This design comes from an exercise in tuning for small area, a short achievable clock period and few clock cycles on the open sky130 flow, not from production work. RTL that was checked went through simulation tests only; none was proved equivalent to the original. Power and IR drop assume default switching activity.

==> run A: inputs <==
## yuv_to_rgb32_horizontal_scaler_top
module yuv_to_rgb32_horizontal_scaler_top #(
  parameter int MAX_UPSCALE = yrs_pkg::MAX_UPSCALE_DEF
) (
  input  logic                            clk,
  input  logic                            rst_n,
  input  logic                            cfg_we,
  input  logic [yrs_pkg::CFG_IDX_W-1:0]   cfg_index,
  input  logic [yrs_pkg::CFG_W-1:0]       cfg_data,
  input  logic                            in_valid,
  output logic                            in_ready,
  input  logic [yrs_pkg::LUMA_W-1:0]      in_luma,
  input  logic [yrs_pkg::CHROMA_W-1:0]    in_chroma_u,
  input  logic [yrs_pkg::CHROMA_W-1:0]    in_chroma_v,
  input  logic                            in_row_start,
  output logic                            out_valid,
  input  logic                            out_ready,
  output logic [yrs_pkg::COLOR_W-1:0]     out_red,
  output logic [yrs_pkg::COLOR_W-1:0]     out_green,
  output logic [yrs_pkg::COLOR_W-1:0]     out_blue,
  output logic                            out_last_copy
);
  logic        adv, tag_v, dp_v;
  logic        tag_c, dp_c;
  logic [15:0] lg, ub, ug, vg, vr;
  logic [7:0]  red, green, blue;
  yrs_ctrl u_ctrl (
    .clk           (clk),
    .rst_n         (rst_n),
    .cfg_we        (cfg_we),
    .cfg_index     (cfg_index),
    .cfg_data      (cfg_data),
    .in_valid      (in_valid),
    .in_ready      (in_ready),
    .in_row_start  (in_row_start),
    .out_valid     (out_valid),
    .out_ready     (out_ready),
    .out_red       (out_red),
    .out_green     (out_green),
    .out_blue      (out_blue),
  ...
clock: 6.0 ns
lec_check: 0
cap_margin: 20
core_margin: 2
core_utilization: 55
cts_cluster_diameter: 100
cts_cluster_size: 20
setup_slack_margin: 3.3
slew_margin: 20
run.sh (not shown) runs the stock make flow with config.mk's settings and CLKGATE_MAP_FILE= SYNTH_SCRIPT=/design/flow/synth_recipe.tcl, a recipe that flattens the netlist after the stock synthesis.
==> inputs of run K, as changes to run A <==
- ABC_CLOCK_PERIOD_IN_PS: default -> 2400
- CORE_UTILIZATION: 55 -> 60
- SETUP_SLACK_MARGIN: 3.3 -> 3.4
==> flow_summary_export.csv <==
group,metric,value,unit
global_route,antenna_found_initial,0,
placed_design,preCtsSetupSlack,2.54,ns
critical_path,cp.depth,10,
status,outcome,"timing/DRC/antenna clean",
global_route,grt_pass1_vias,24500,
route,avgViaCountPerCell,5.95,
critical_path,crit_end,"u_datapath.n1217_s2",
sta,relSlewSlack,35.8,%
power_and_ir_drop,p_leak,16.4,nW
placed_design,dpl_cell_area,0.0374,mm^2
floorplan,dieArea,0.0624,mm^2
cells_and_area,final_util,66.7,%
cells_and_area,post-route-cell-area,0.0400,mm^2
sta,fin_ws,3.36,ns
[end of results for run K]
==> flow_summary_export.csv <==
group,metric,value,unit
placed_design,dpl_cell_area,0.0376,mm^2
global_route,grt_pass1_vias,23600,
status,outcome,"timing/DRC/antenna clean",
floorplan,dieArea,0.0680,mm^2
route,avgViaCountPerCell,5.74,
cells_and_area,final_util,60.3,%
placed_design,preCtsSetupSlack,2.55,ns
power_and_ir_drop,p_leak,16.3,nW
global_route,antenna_found_initial,2,
sta,relSlewSlack,32.5,%
[end of results for run A]
Testbench counts of run A, summed over its fixed seeds: cycles 6,115.
Testbench counts of run K, summed over its fixed seeds: cycles 6,115.

==> inputs of garnet <==
yuv_to_rgb32_horizontal_scaler_top, a different RTL version from the one above (not shown whole).
clock: 6.0 ns
lec_check: 0
abc_clock_period_in_ps: 2400
cap_margin: 20
core_margin: 2
core_utilization: 55
setup_slack_margin: 3.4
slew_margin: 20
==> inputs of sierra, as changes to garnet <==
--- a/flow/design.v
+++ b/flow/design.v
@@ -55,21 +55,21 @@
   logic [4:0]  step_int, step_int_p1;
   logic        step_int_nz;
   logic [15:0] step_frac;
   logic [15:0] pos;
   logic        o_valid, o_last;
   logic [4:0]  o_cnt;
   logic [7:0]  o_r, o_g, o_b;
   logic        k_full;
-  logic [4:0]  k_cnt;
+  logic        k_inc;
   logic [7:0]  k_r, k_g, k_b;
   logic        accept, o_free;
   logic [16:0] pos_sum;
-  logic [4:0]  dp_cnt;
+  logic [4:0]  dp_cnt, k_cnt;
   logic [15:0] pos_nxt;
   assign adv      = !k_full;
   assign in_ready = adv;
   assign accept   = in_valid && adv;
   always_comb begin
     pos_sum = {1'b0, pos} + {1'b0, step_frac};
     pos_nxt = in_row_start ? step_frac : pos_sum[15:0];
   end
@@ -110,16 +110,17 @@
       endcase
     end
   end
   always_ff @(posedge clk) begin
     if (!rst_n) pos <= 16'd0;
     else if (accept) pos <= pos_nxt;
   end
   assign dp_cnt = dp_c ? step_int_p1 : step_int;
+  assign k_cnt  = k_inc ? step_int_p1 : step_int;
   assign o_free = !o_valid || (o_last && out_ready);
   always_ff @(posedge clk) begin
     if (!rst_n) begin
       o_valid <= 1'b0;
       o_last  <= 1'b0;
       o_cnt   <= 5'd0;
       k_full  <= 1'b0;
     end else begin
@@ -149,17 +150,17 @@
         o_b <= k_b;
       end else begin
         o_r <= red;
         o_g <= green;
         o_b <= blue;
       end
     end
     if (adv) begin
-      k_cnt <= dp_cnt;
+      k_inc <= dp_c;
       k_r   <= red;
       k_g   <= green;
       k_b   <= blue;
     end
   end
   assign out_valid     = o_valid;
   assign out_last_copy = o_last;
   assign out_red       = o_r;
@@ -447,25 +448,23 @@
   logic n220;
   logic n221;
   logic n222;
   logic n223;
   logic n224;
   logic n225;
   logic n226;
   logic n227;
-  logic n217_s2;
-  logic n218_s2;
-  logic n215_s2;
   logic n228;
   logic n229;
   logic n230;
   logic n231;
   logic n232;
   logic n233;
+  logic n227_s2;
   logic n234;
   logic n228_s2;
   logic n235;
   logic n236;
   logic n237;
   logic n235_s3;
   logic n236_s3;
   logic n233_s3;
@@ -1809,17 +1808,17 @@
   logic n1333;
   logic n1311_s2;
   logic n1313_s2;
   logic n1308_s2;
   logic n1334;
   logic n1335;
   logic n1336;
   logic n1337;
-  logic n747_s3;
+  logic n1277_s3;
   logic n1315_s3;
   logic n1338;
   logic n1339;
   logic n1278_s3;
   logic n1317_s3;
   logic n1316_s3;
   logic n1340;
   logic n1341;
@@ -1953,44 +1952,40 @@
   logic n1439;
   logic n1440;
   logic n1441;
   logic n1433_s4;
   logic n1434_s4;
   logic n1360_s4;
   logic n1442;
   logic n1443;
-  logic n1435_s4;
-  logic n1436_s4;
-  logic n1383_s4;
   logic n1444;
   logic n1445;
   logic n1446;
   logic n1447;
   logic n1448;
   logic n1449;
   logic n1450;
   logic n1451;
   logic n1452;
   logic n1453;
   logic n1369_s4;
   logic n1425_s4;
   logic n1454;
-  logic n1371_s4;
-  logic n1427_s4;
   logic n1455;
   logic n1373_s4;
   logic n1429_s4;
   logic n1456;
   logic n1375_s4;
   logic n1431_s4;
   logic n1457;
   logic n1377_s4;
   logic n1458;
   logic n1379_s4;
+  logic n1443_s4;
   logic n1459;
   logic n1381_s3;
   logic n1381_s4;
   logic n1445_s4;
   logic n1460;
   logic n1461;
   logic n1359_s4;
   logic n1462;
@@ -1998,16 +1993,17 @@
   logic n1463;
   logic n1450_s4;
   logic n1464;
   logic n1451_s4;
   logic n1465;
   logic n1452_s4;
   logic n1466;
   logic n1467;
+  logic n1454_s4;
   logic n1468;
   logic n1469;
   logic n1470;
   logic n1471;
   logic n1472;
   logic n1473;
   logic n1474;
   logic n1475;
@@ -2520,59 +2516,59 @@
   assign n183 = n143_s2 ^ n160_s2 ^ n161_s2;
   assign n184 = (n143_s2 & n160_s2) | (n143_s2 & n161_s2) | (n160_s2 & n161_s2);
   assign n185 = n145_s2 ^ n162_s2 ^ n163_s2;
   assign n186 = (n145_s2 & n162_s2) | (n145_s2 & n163_s2) | (n162_s2 & n163_s2);
   assign n187 = n147_s2 ^ n164_s2 ^ n165_s2;
   assign n188 = (n147_s2 & n164_s2) | (n147_s2 & n165_s2) | (n164_s2 & n165_s2);
   assign n189 = n149_s2 ^ n166_s2 ^ n167_s2;
   assign n190 = (n149_s2 & n166_s2) | (n149_s2 & n167_s2) | (n166_s2 & n167_s2);
-  assign n191 = n18_s1 ^ n53;
+  assign n191 = n18_s1 | n53;
   assign n192 = n18_s1 & n53;
-  assign n193 = n169 ^ n70;
+  assign n193 = n169 | n70;
   assign n194 = n169 & n70;
-  assign n195 = n170 ^ n171;
+  assign n195 = n170 | n171;
   assign n196 = n170 & n171;
-  assign n197 = n172_s2 ^ n173_s2;
+  assign n197 = n172_s2 | n173_s2;
   assign n198 = n172_s2 & n173_s2;
-  assign n199 = n174_s2 ^ n175_s2;
+  assign n199 = n174_s2 | n175_s2;
   assign n200 = n174_s2 & n175_s2;
-  assign n201 = n176_s2 ^ n177;
+  assign n201 = n176_s2 | n177;
   assign n202 = n176_s2 & n177;
-  assign n203 = n178 ^ n179;
+  assign n203 = n178 | n179;
   assign n204 = n178 & n179;
-  assign n205 = n180 ^ n181;
+  assign n205 = n180 | n181;
   assign n206 = n180 & n181;
-  assign n207 = n182 ^ n183;
+  assign n207 = n182 | n183;
   assign n208 = n182 & n183;
-  assign n209 = n184 ^ n185;
+  assign n209 = n184 | n185;
   assign n210 = n184 & n185;
-  assign n211 = n186 ^ n187;
+  assign n211 = n186 | n187;
   assign n212 = n186 & n187;
-  assign n213 = n188 ^ n189;
+  assign n213 = n188 | n189;
   assign n214 = n188 & n189;
   assign n215 = n54 & n192;
   assign n216 = n54 & n191;
   assign n217 = n196 | (n195 & n194);
   assign n218 = n195 & n193;
   assign n219 = n200 | (n199 & n198);
   assign n220 = n199 & n197;
   assign n221 = n204 | (n203 & n202);
   assign n222 = n203 & n201;
   assign n223 = n208 | (n207 & n206);
   assign n224 = n207 & n205;
   assign n225 = n212 | (n211 & n210);
   assign n226 = n211 & n209;
-  assign n227 = n217_s2 | (n218_s2 & n215_s2);
+  assign n227 = n217 | (n218 & n215);
   assign n228 = n218 & n216;
   assign n229 = n221 | (n222 & n219);
   assign n230 = n222 & n220;
   assign n231 = n225 | (n226 & n223);
   assign n232 = n226 & n224;
-  assign n233 = n229 | (n230 & n227);
+  assign n233 = n229 | (n230 & n227_s2);
   assign n234 = n230 & n228_s2;
   assign n235 = n214 | (n213 & n231);
   assign n236 = n213 & n232;
   assign n237 = n235_s3 | (n236_s3 & n233_s3);
   assign n238 = n236 & n234;
   assign n239 = (n29 & ub[0]) ^ n31;
   assign n240 = ((n29_s1 & ub[1]) | (n30_s1 & ub[0])) ^ n31_s1;
   assign n241 = ((n29_s1 & ub[2]) | (n30_s1 & ub[1])) ^ n31_s1;
@@ -2690,39 +2686,39 @@
   assign n353 = n313 ^ n330 ^ n331;
   assign n354 = (n313 & n330) | (n313 & n331) | (n330 & n331);
   assign n355 = n315 ^ n332 ^ n333;
   assign n356 = (n315 & n332) | (n315 & n333) | (n332 & n333);
   assign n357 = n317 ^ n334 ^ n335;
   assign n358 = (n317 & n334) | (n317 & n335) | (n334 & n335);
   assign n359 = n319 ^ n336 ^ n337;
   assign n360 = (n319 & n336) | (n319 & n337) | (n336 & n337);
-  assign n361 = n31_s1 ^ n239_s1;
+  assign n361 = n31_s1 | n239_s1;
   assign n362 = n31_s1 & n239_s1;
-  assign n363 = n339 ^ n256;
+  assign n363 = n339 | n256;
   assign n364 = n339 & n256;
-  assign n365 = n340 ^ n341;
+  assign n365 = n340 | n341;
   assign n366 = n340 & n341;
-  assign n367 = n342 ^ n343;
+  assign n367 = n342 | n343;
   assign n368 = n342 & n343;
-  assign n369 = n344 ^ n345;
+  assign n369 = n344 | n345;
   assign n370 = n344 & n345;
-  assign n371 = n346 ^ n347;
+  assign n371 = n346 | n347;
   assign n372 = n346 & n347;
-  assign n373 = n348_s2 ^ n349_s2;
+  assign n373 = n348_s2 | n349_s2;
   assign n374 = n348_s2 & n349_s2;
-  assign n375 = n350_s2 ^ n351_s2;
+  assign n375 = n350_s2 | n351_s2;
   assign n376 = n350_s2 & n351_s2;
-  assign n377 = n352_s2 ^ n353_s2;
+  assign n377 = n352_s2 | n353_s2;
   assign n378 = n352_s2 & n353_s2;
-  assign n379 = n354_s2 ^ n355_s2;
+  assign n379 = n354_s2 | n355_s2;
   assign n380 = n354_s2 & n355_s2;
-  assign n381 = n356_s2 ^ n357_s2;
+  assign n381 = n356_s2 | n357_s2;
   assign n382 = n356_s2 & n357_s2;
-  assign n383 = n358_s2 ^ n359_s2;
+  assign n383 = n358_s2 | n359_s2;
   assign n384 = n358_s2 & n359_s2;
   assign n385 = n240 & n362;
   assign n386 = n240 & n361;
   assign n387 = n366 | (n365 & n364);
   assign n388 = n365 & n363;
   assign n389 = n370 | (n369 & n368);
   assign n390 = n369 & n367;
   assign n391 = n374 | (n373 & n372_s2);
@@ -2860,39 +2856,39 @@
   assign n523 = n483 ^ n500 ^ n501;
   assign n524 = (n483 & n500) | (n483 & n501) | (n500 & n501);
   assign n525 = n485 ^ n502 ^ n503;
   assign n526 = (n485 & n502) | (n485 & n503) | (n502 & n503);
   assign n527 = n487 ^ n504 ^ n505;
   assign n528 = (n487 & n504) | (n487 & n505) | (n504 & n505);
   assign n529 = n489 ^ n506 ^ n507;
   assign n530 = (n489 & n506) | (n489 & n507) | (n506 & n507);
-  assign n531 = n31_s1 ^ n409_s1;
+  assign n531 = n31_s1 | n409_s1;
   assign n532 = n31_s1 & n409_s1;
-  assign n533 = n509 ^ n426;
+  assign n533 = n509 | n426;
   assign n534 = n509 & n426;
-  assign n535 = n510 ^ n511;
+  assign n535 = n510 | n511;
   assign n536 = n510 & n511;
-  assign n537 = n512 ^ n513;
+  assign n537 = n512 | n513;
   assign n538 = n512 & n513;
-  assign n539 = n514 ^ n515;
+  assign n539 = n514 | n515;
   assign n540 = n514 & n515;
-  assign n541 = n516 ^ n517;
+  assign n541 = n516 | n517;
   assign n542 = n516 & n517;
-  assign n543 = n518_s2 ^ n519_s2;
+  assign n543 = n518_s2 | n519_s2;
   assign n544 = n518_s2 & n519_s2;
-  assign n545 = n520_s2 ^ n521_s2;
+  assign n545 = n520_s2 | n521_s2;
   assign n546 = n520_s2 & n521_s2;
-  assign n547 = n522_s2 ^ n523_s2;
+  assign n547 = n522_s2 | n523_s2;
   assign n548 = n522_s2 & n523_s2;
-  assign n549 = n524_s2 ^ n525_s2;
+  assign n549 = n524_s2 | n525_s2;
   assign n550 = n524_s2 & n525_s2;
-  assign n551 = n526_s2 ^ n527_s2;
+  assign n551 = n526_s2 | n527_s2;
   assign n552 = n526_s2 & n527_s2;
-  assign n553 = n528_s2 ^ n529_s2;
+  assign n553 = n528_s2 | n529_s2;
   assign n554 = n528_s2 & n529_s2;
   assign n555 = n410 & n532;
   assign n556 = n410 & n531;
   assign n557 = n536 | (n535 & n534);
   assign n558 = n535 & n533;
   assign n559 = n540 | (n539 & n538);
   assign n560 = n539 & n537;
   assign n561 = n544 | (n543 & n542_s2);
@@ -3030,39 +3026,39 @@
   assign n693 = n653 ^ n670 ^ n671;
   assign n694 = (n653 & n670) | (n653 & n671) | (n670 & n671);
   assign n695 = n655 ^ n672 ^ n673;
   assign n696 = (n655 & n672) | (n655 & n673) | (n672 & n673);
   assign n697 = n657 ^ n674 ^ n675;
   assign n698 = (n657 & n674) | (n657 & n675) | (n674 & n675);
   assign n699 = n659 ^ n676 ^ n677;
   assign n700 = (n659 & n676) | (n659 & n677) | (n676 & n677);
-  assign n701 = n43_s1 ^ n579_s1;
+  assign n701 = n43_s1 | n579_s1;
   assign n702 = n43_s1 & n579_s1;
-  assign n703 = n679 ^ n596;
+  assign n703 = n679 | n596;
   assign n704 = n679 & n596;
-  assign n705 = n680 ^ n681;
+  assign n705 = n680 | n681;
   assign n706 = n680 & n681;
-  assign n707 = n682 ^ n683;
+  assign n707 = n682 | n683;
   assign n708 = n682 & n683;
-  assign n709 = n684 ^ n685;
+  assign n709 = n684 | n685;
   assign n710 = n684 & n685;
-  assign n711 = n686 ^ n687;
+  assign n711 = n686 | n687;
   assign n712 = n686 & n687;
-  assign n713 = n688_s2 ^ n689_s2;
+  assign n713 = n688_s2 | n689_s2;
   assign n714 = n688_s2 & n689_s2;
-  assign n715 = n690_s2 ^ n691_s2;
+  assign n715 = n690_s2 | n691_s2;
   assign n716 = n690_s2 & n691_s2;
-  assign n717 = n692_s2 ^ n693_s2;
+  assign n717 = n692_s2 | n693_s2;
   assign n718 = n692_s2 & n693_s2;
-  assign n719 = n694_s2 ^ n695_s2;
+  assign n719 = n694_s2 | n695_s2;
   assign n720 = n694_s2 & n695_s2;
-  assign n721 = n696_s2 ^ n697_s2;
+  assign n721 = n696_s2 | n697_s2;
   assign n722 = n696_s2 & n697_s2;
-  assign n723 = n698_s2 ^ n699_s2;
+  assign n723 = n698_s2 | n699_s2;
   assign n724 = n698_s2 & n699_s2;
   assign n725 = n580 & n702;
   assign n726 = n580 & n701;
   assign n727 = n706 | (n705 & n704);
   assign n728 = n705 & n703;
   assign n729 = n710 | (n709 & n708);
   assign n730 = n709 & n707;
   assign n731 = n714 | (n713 & n712_s2);
@@ -3200,39 +3196,39 @@
   assign n863 = n823 ^ n840 ^ n841;
   assign n864 = (n823 & n840) | (n823 & n841) | (n840 & n841);
   assign n865 = n825 ^ n842 ^ n843;
   assign n866 = (n825 & n842) | (n825 & n843) | (n842 & n843);
   assign n867 = n827 ^ n844 ^ n845;
   assign n868 = (n827 & n844) | (n827 & n845) | (n844 & n845);
   assign n869 = n829 ^ n846 ^ n847;
   assign n870 = (n829 & n846) | (n829 & n847) | (n846 & n847);
-  assign n871 = n43_s1 ^ n749_s1;
+  assign n871 = n43_s1 | n749_s1;
   assign n872 = n43_s1 & n749_s1;
-  assign n873 = n849 ^ n766;
+  assign n873 = n849 | n766;
   assign n874 = n849 & n766;
-  assign n875 = n850 ^ n851;
+  assign n875 = n850 | n851;
   assign n876 = n850 & n851;
-  assign n877 = n852 ^ n853;
+  assign n877 = n852 | n853;
   assign n878 = n852 & n853;
-  assign n879 = n854 ^ n855;
+  assign n879 = n854 | n855;
   assign n880 = n854 & n855;
-  assign n881 = n856 ^ n857;
+  assign n881 = n856 | n857;
   assign n882 = n856 & n857;
-  assign n883 = n858_s2 ^ n859_s2;
+  assign n883 = n858_s2 | n859_s2;
   assign n884 = n858_s2 & n859_s2;
-  assign n885 = n860_s2 ^ n861_s2;
+  assign n885 = n860_s2 | n861_s2;
   assign n886 = n860_s2 & n861_s2;
-  assign n887 = n862_s2 ^ n863_s2;
+  assign n887 = n862_s2 | n863_s2;
   assign n888 = n862_s2 & n863_s2;
-  assign n889 = n864_s2 ^ n865_s2;
+  assign n889 = n864_s2 | n865_s2;
   assign n890 = n864_s2 & n865_s2;
-  assign n891 = n866_s2 ^ n867_s2;
+  assign n891 = n866_s2 | n867_s2;
   assign n892 = n866_s2 & n867_s2;
-  assign n893 = n868_s2 ^ n869_s2;
+  assign n893 = n868_s2 | n869_s2;
   assign n894 = n868_s2 & n869_s2;
   assign n895 = n750 & n872;
   assign n896 = n750 & n871;
   assign n897 = n876 | (n875 & n874);
   assign n898 = n875 & n873;
   assign n899 = n880 | (n879 & n878);
   assign n900 = n879 & n877;
   assign n901 = n884 | (n883 & n882_s2);
@@ -3644,18 +3640,18 @@
   assign n1307 = n134 ^ n1275 ^ n1270;
   assign n1308 = (n134 & n1275) | (n134 & n1270) | (n1275 & n1270);
   assign n1309 = n119 ^ n1272 ^ n1274;
   assign n1310 = (n119 & n1272) | (n119 & n1274) | (n1272 & n1274);
   assign n1311 = n476 ^ n646 ^ n135;
   assign n1312 = (n476 & n646) | (n476 & n135) | (n646 & n135);
   assign n1313 = n1276 ^ n120;
   assign n1314 = n1276 & n120;
-  assign n1315 = n1277 ^ n577;
-  assign n1316 = n1277 & n577;
+  assign n1315 = n577 ^ n747;
+  assign n1316 = n577 & n747;
   assign n1317 = n1232 ^ n1281 ^ n1279;
   assign n1318 = (n1232 & n1281) | (n1232 & n1279) | (n1281 & n1279);
   assign n1319 = n1282 ^ n1283 ^ n1280;
   assign n1320 = (n1282 & n1283) | (n1282 & n1280) | (n1283 & n1280);
   assign n1321 = n1284 ^ n1287 ^ n1286;
   assign n1322 = (n1284 & n1287) | (n1284 & n1286) | (n1287 & n1286);
   assign n1323 = n1291 ^ n1288 ^ n1290;
   assign n1324 = (n1291 & n1288) | (n1291 & n1290) | (n1288 & n1290);
@@ -3666,18 +3662,18 @@
   assign n1329 = n1303_s2 ^ n1300 ^ n1305;
   assign n1330 = (n1303_s2 & n1300) | (n1303_s2 & n1305) | (n1300 & n1305);
   assign n1331 = n1307_s2 ^ n1304_s2 ^ n1309_s2;
   assign n1332 = (n1307_s2 & n1304_s2) | (n1307_s2 & n1309_s2) | (n1304_s2 & n1309_s2);
   assign n1333 = n1311_s2 ^ n1313_s2 ^ n1308_s2;
   assign n1334 = (n1311_s2 & n1313_s2) | (n1311_s2 & n1308_s2) | (n1313_s2 & n1308_s2);
   assign n1335 = 1'b1 ^ n136 ^ n1312;
   assign n1336 = (1'b1 & n136) | (1'b1 & n1312) | (n136 & n1312);
-  assign n1337 = n747_s3 ^ n1315_s3;
-  assign n1338 = n747_s3 & n1315_s3;
+  assign n1337 = n1277_s3 ^ n1315_s3;
+  assign n1338 = n1277_s3 & n1315_s3;
   assign n1339 = n1278_s3 ^ n1317_s3 ^ n1316_s3;
   assign n1340 = (n1278_s3 & n1317_s3) | (n1278_s3 & n1316_s3) | (n1317_s3 & n1316_s3);
   assign n1341 = n1285_s3 ^ n1319_s3 ^ n1318_s3;
   assign n1342 = (n1285_s3 & n1319_s3) | (n1285_s3 & n1318_s3) | (n1319_s3 & n1318_s3);
   assign n1343 = n1289_s3 ^ n1320_s3 ^ n1321_s3;
   assign n1344 = (n1289_s3 & n1320_s3) | (n1289_s3 & n1321_s3) | (n1320_s3 & n1321_s3);
   assign n1345 = n1293_s3 ^ n1322_s3 ^ n1323_s3;
   assign n1346 = (n1293_s3 & n1322_s3) | (n1293_s3 & n1323_s3) | (n1322_s3 & n1323_s3);
@@ -3772,41 +3768,41 @@
   assign n1435 = n1419 | (n1420 & n1411);
   assign n1436 = n1420 & n1412;
   assign n1437 = n1421 | (n1422 & n1413);
   assign n1438 = n1422 & n1414;
   assign n1439 = n1423 | (n1424 & n1415);
   assign n1440 = n1424 & n1416;
   assign n1441 = n1433_s4 | (n1434_s4 & n1360_s4);
   assign n1442 = n1434 & n1359;
-  assign n1443 = n1435_s4 | (n1436_s4 & n1383_s4);
+  assign n1443 = n1435 | (n1436 & n1383);
   assign n1444 = n1436 & n1384;
   assign n1445 = n1437 | (n1438 & n1405);
   assign n1446 = n1438 & n1406;
   assign n1447 = n1439 | (n1440 & n1407);
   assign n1448 = n1440 & n1408;
   assign n1449 = n1361 ^ n1360;
   assign n1450 = n1363 ^ n1383;
   assign n1451 = n1365 ^ n1405;
   assign n1452 = n1367 ^ n1407;
   assign n1453 = n1369_s4 ^ n1425_s4;
-  assign n1454 = n1371_s4 ^ n1427_s4;
+  assign n1454 = n1371 ^ n1427;
   assign n1455 = n1373_s4 ^ n1429_s4;
   assign n1456 = n1375_s4 ^ n1431_s4;
   assign n1457 = n1377_s4 ^ n1441;
-  assign n1458 = n1379_s4 ^ n1443;
+  assign n1458 = n1379_s4 ^ n1443_s4;
   assign n1459 = n1381_s4 ^ n1445_s4;
   assign n1460 = ~n1459 & (n1458 | n1457 | n1456);
   assign n1461 = (n1359_s4 | n1460) & ~n1459;
   assign n1462 = (n1449_s4 | n1460) & ~n1459;
   assign n1463 = (n1450_s4 | n1460) & ~n1459;
   assign n1464 = (n1451_s4 | n1460) & ~n1459;
   assign n1465 = (n1452_s4 | n1460) & ~n1459;
   assign n1466 = (n1453 | n1460) & ~n1459;
-  assign n1467 = (n1454 | n1460) & ~n1459;
+  assign n1467 = (n1454_s4 | n1460) & ~n1459;
   assign n1468 = (n1455 | n1460) & ~n1459;
   assign n1469 = n252 ^ n267 ^ n282;
   assign n1470 = (n252 & n267) | (n252 & n282) | (n267 & n282);
   assign n1471 = n297 ^ n126 ^ n320;
   assign n1472 = (n297 & n126) | (n297 & n320) | (n126 & n320);
   assign n1473 = n66 ^ n81 ^ n96;
   assign n1474 = (n66 & n81) | (n66 & n96) | (n81 & n96);
   assign n1475 = n111 ^ n1469 ^ n338;
@@ -4083,19 +4079,17 @@
       n149_s2 <= n149;
       n166_s2 <= n166;
       n167_s2 <= n167;
       n172_s2 <= n172;
       n173_s2 <= n173;
       n174_s2 <= n174;
       n175_s2 <= n175;
       n176_s2 <= n176;
-      n217_s2 <= n217;
-      n218_s2 <= n218;
-      n215_s2 <= n215;
+      n227_s2 <= n227;
       n228_s2 <= n228;
       n235_s3 <= n235;
       n236_s3 <= n236;
       n233_s3 <= n233;
       n29_s1 <= n29;
       n30_s1 <= n30;
       n31_s1 <= n31;
       n32_s1 <= n32;
@@ -4335,17 +4329,17 @@
       n1268_s2 <= n1268;
       n1303_s2 <= n1303;
       n1307_s2 <= n1307;
       n1304_s2 <= n1304;
       n1309_s2 <= n1309;
       n1311_s2 <= n1311;
       n1313_s2 <= n1313;
       n1308_s2 <= n1308;
-      n747_s3 <= n747;
+      n1277_s3 <= n1277;
       n1315_s3 <= n1315;
       n1278_s3 <= n1278;
       n1317_s3 <= n1317;
       n1316_s3 <= n1316;
       n1285_s3 <= n1285;
       n1319_s3 <= n1319;
       n1318_s3 <= n1318;
       n1289_s3 <= n1289;
@@ -4373,37 +4367,34 @@
       n1377_s3 <= n1377;
       n1380_s3 <= n1380;
       n1379_s3 <= n1379;
       n1403_s3 <= n1403;
       n1404_s3 <= n1404;
       n1433_s4 <= n1433;
       n1434_s4 <= n1434;
       n1360_s4 <= n1360;
-      n1435_s4 <= n1435;
-      n1436_s4 <= n1436;
-      n1383_s4 <= n1383;
       n1369_s4 <= n1369;
       n1425_s4 <= n1425;
-      n1371_s4 <= n1371;
-      n1427_s4 <= n1427;
       n1373_s4 <= n1373;
       n1429_s4 <= n1429;
       n1375_s4 <= n1375;
       n1431_s4 <= n1431;
       n1377_s4 <= n1377_s3;
       n1379_s4 <= n1379_s3;
+      n1443_s4 <= n1443;
       n1381_s3 <= n1381;
       n1381_s4 <= n1381_s3;
       n1445_s4 <= n1445;
       n1359_s4 <= n1359;
       n1449_s4 <= n1449;
       n1450_s4 <= n1450;
       n1451_s4 <= n1451;
       n1452_s4 <= n1452;
+      n1454_s4 <= n1454;
       n1471_s2 <= n1471;
       n1473_s2 <= n1473;
       n1475_s2 <= n1475;
       n360_s2 <= n360;
       n1489_s2 <= n1489;
       n1476_s2 <= n1476;
       n1493_s2 <= n1493;
       n1491_s2 <= n1491;
CTS_CLUSTER_DIAMETER = 100   (was not set)
CTS_CLUSTER_SIZE = 20   (was not set)
SETUP_SLACK_MARGIN = 3.1   (was 3.4)
==> qor summary <==
quantity	sierra	garnet
Outcome	finished clean	finished clean
Xor/xnor cell area share of the yosys netlist	8.02%	8.08%
Seq cells	596	605
Transition time at the pin with the least slew margin	1040 ps	1020 ps
Combinational Power Share	40.8%	37.4%
Layout cell share with drive strength beyond 1	5.21%	9.04%
Max Fclk	357 MHz	368 MHz
Die Area	0.0702 sq mm	0.0709 sq mm
Vias in the first global route	24900	25300
Area of all placed cells without fillers	0.0401 sq mm	0.0426 sq mm
DRC marker count from the first detailed-route iteration	2063	2367
Clock transition at the registers of the reported paths	80 ps	60 ps
Number of nets in the final layout	3815	3957
No run of this note included a check of the RTL's function; only the layout flow was run.

-- port drivers added, routing unchanged --
Ports are ideal in the flow. The routed layouts listed here were re-timed in OpenROAD. Step 1 sets driving cells, clkbuf_16 on the clock port and buf_2 on the other inputs (assumed; they add their load-dependent delay and slew). Step 2 adds t to the input delays and takes it off the output delays; t is the mean of the earliest and latest rising clock arrival at the registers after step 1. Input paths then give back, and output paths get back, about the clock's delay inside the block. Slacks: ideal ports / drivers / drivers and shift; pairs: ideal ports / drivers.
| run | t, ns | setup slack, ns | hold WS [ns] | slew at the worst register clock pin (ns) | cell pins on the clock port's net |
|---|---|---|---|---|---|
| run A | 0.643 | 3.326 / 3.299 / 2.779 | 0.426 / 0.426 / 0.426 | 0.09 / 0.09 | 1 |
| run K | 0.641 | 3.360 / 3.342 / 2.943 | 0.425 / 0.425 / 0.425 | 0.10 / 0.10 | 1 |
| garnet | 0.674 | 3.285 / 3.220 / 2.831 | 0.418 / 0.418 / 0.418 | 0.06 / 0.06 | 1 |
| sierra | 0.647 | 3.199 / 3.167 / 2.858 | 0.425 / 0.425 / 0.425 | 0.10 / 0.10 | 1 |
After both steps setup and hold are still met in every run listed. For run A, which loses most, drivers alone change the setup slack by -0.027 ns; drivers and shift together by -0.547 ns.
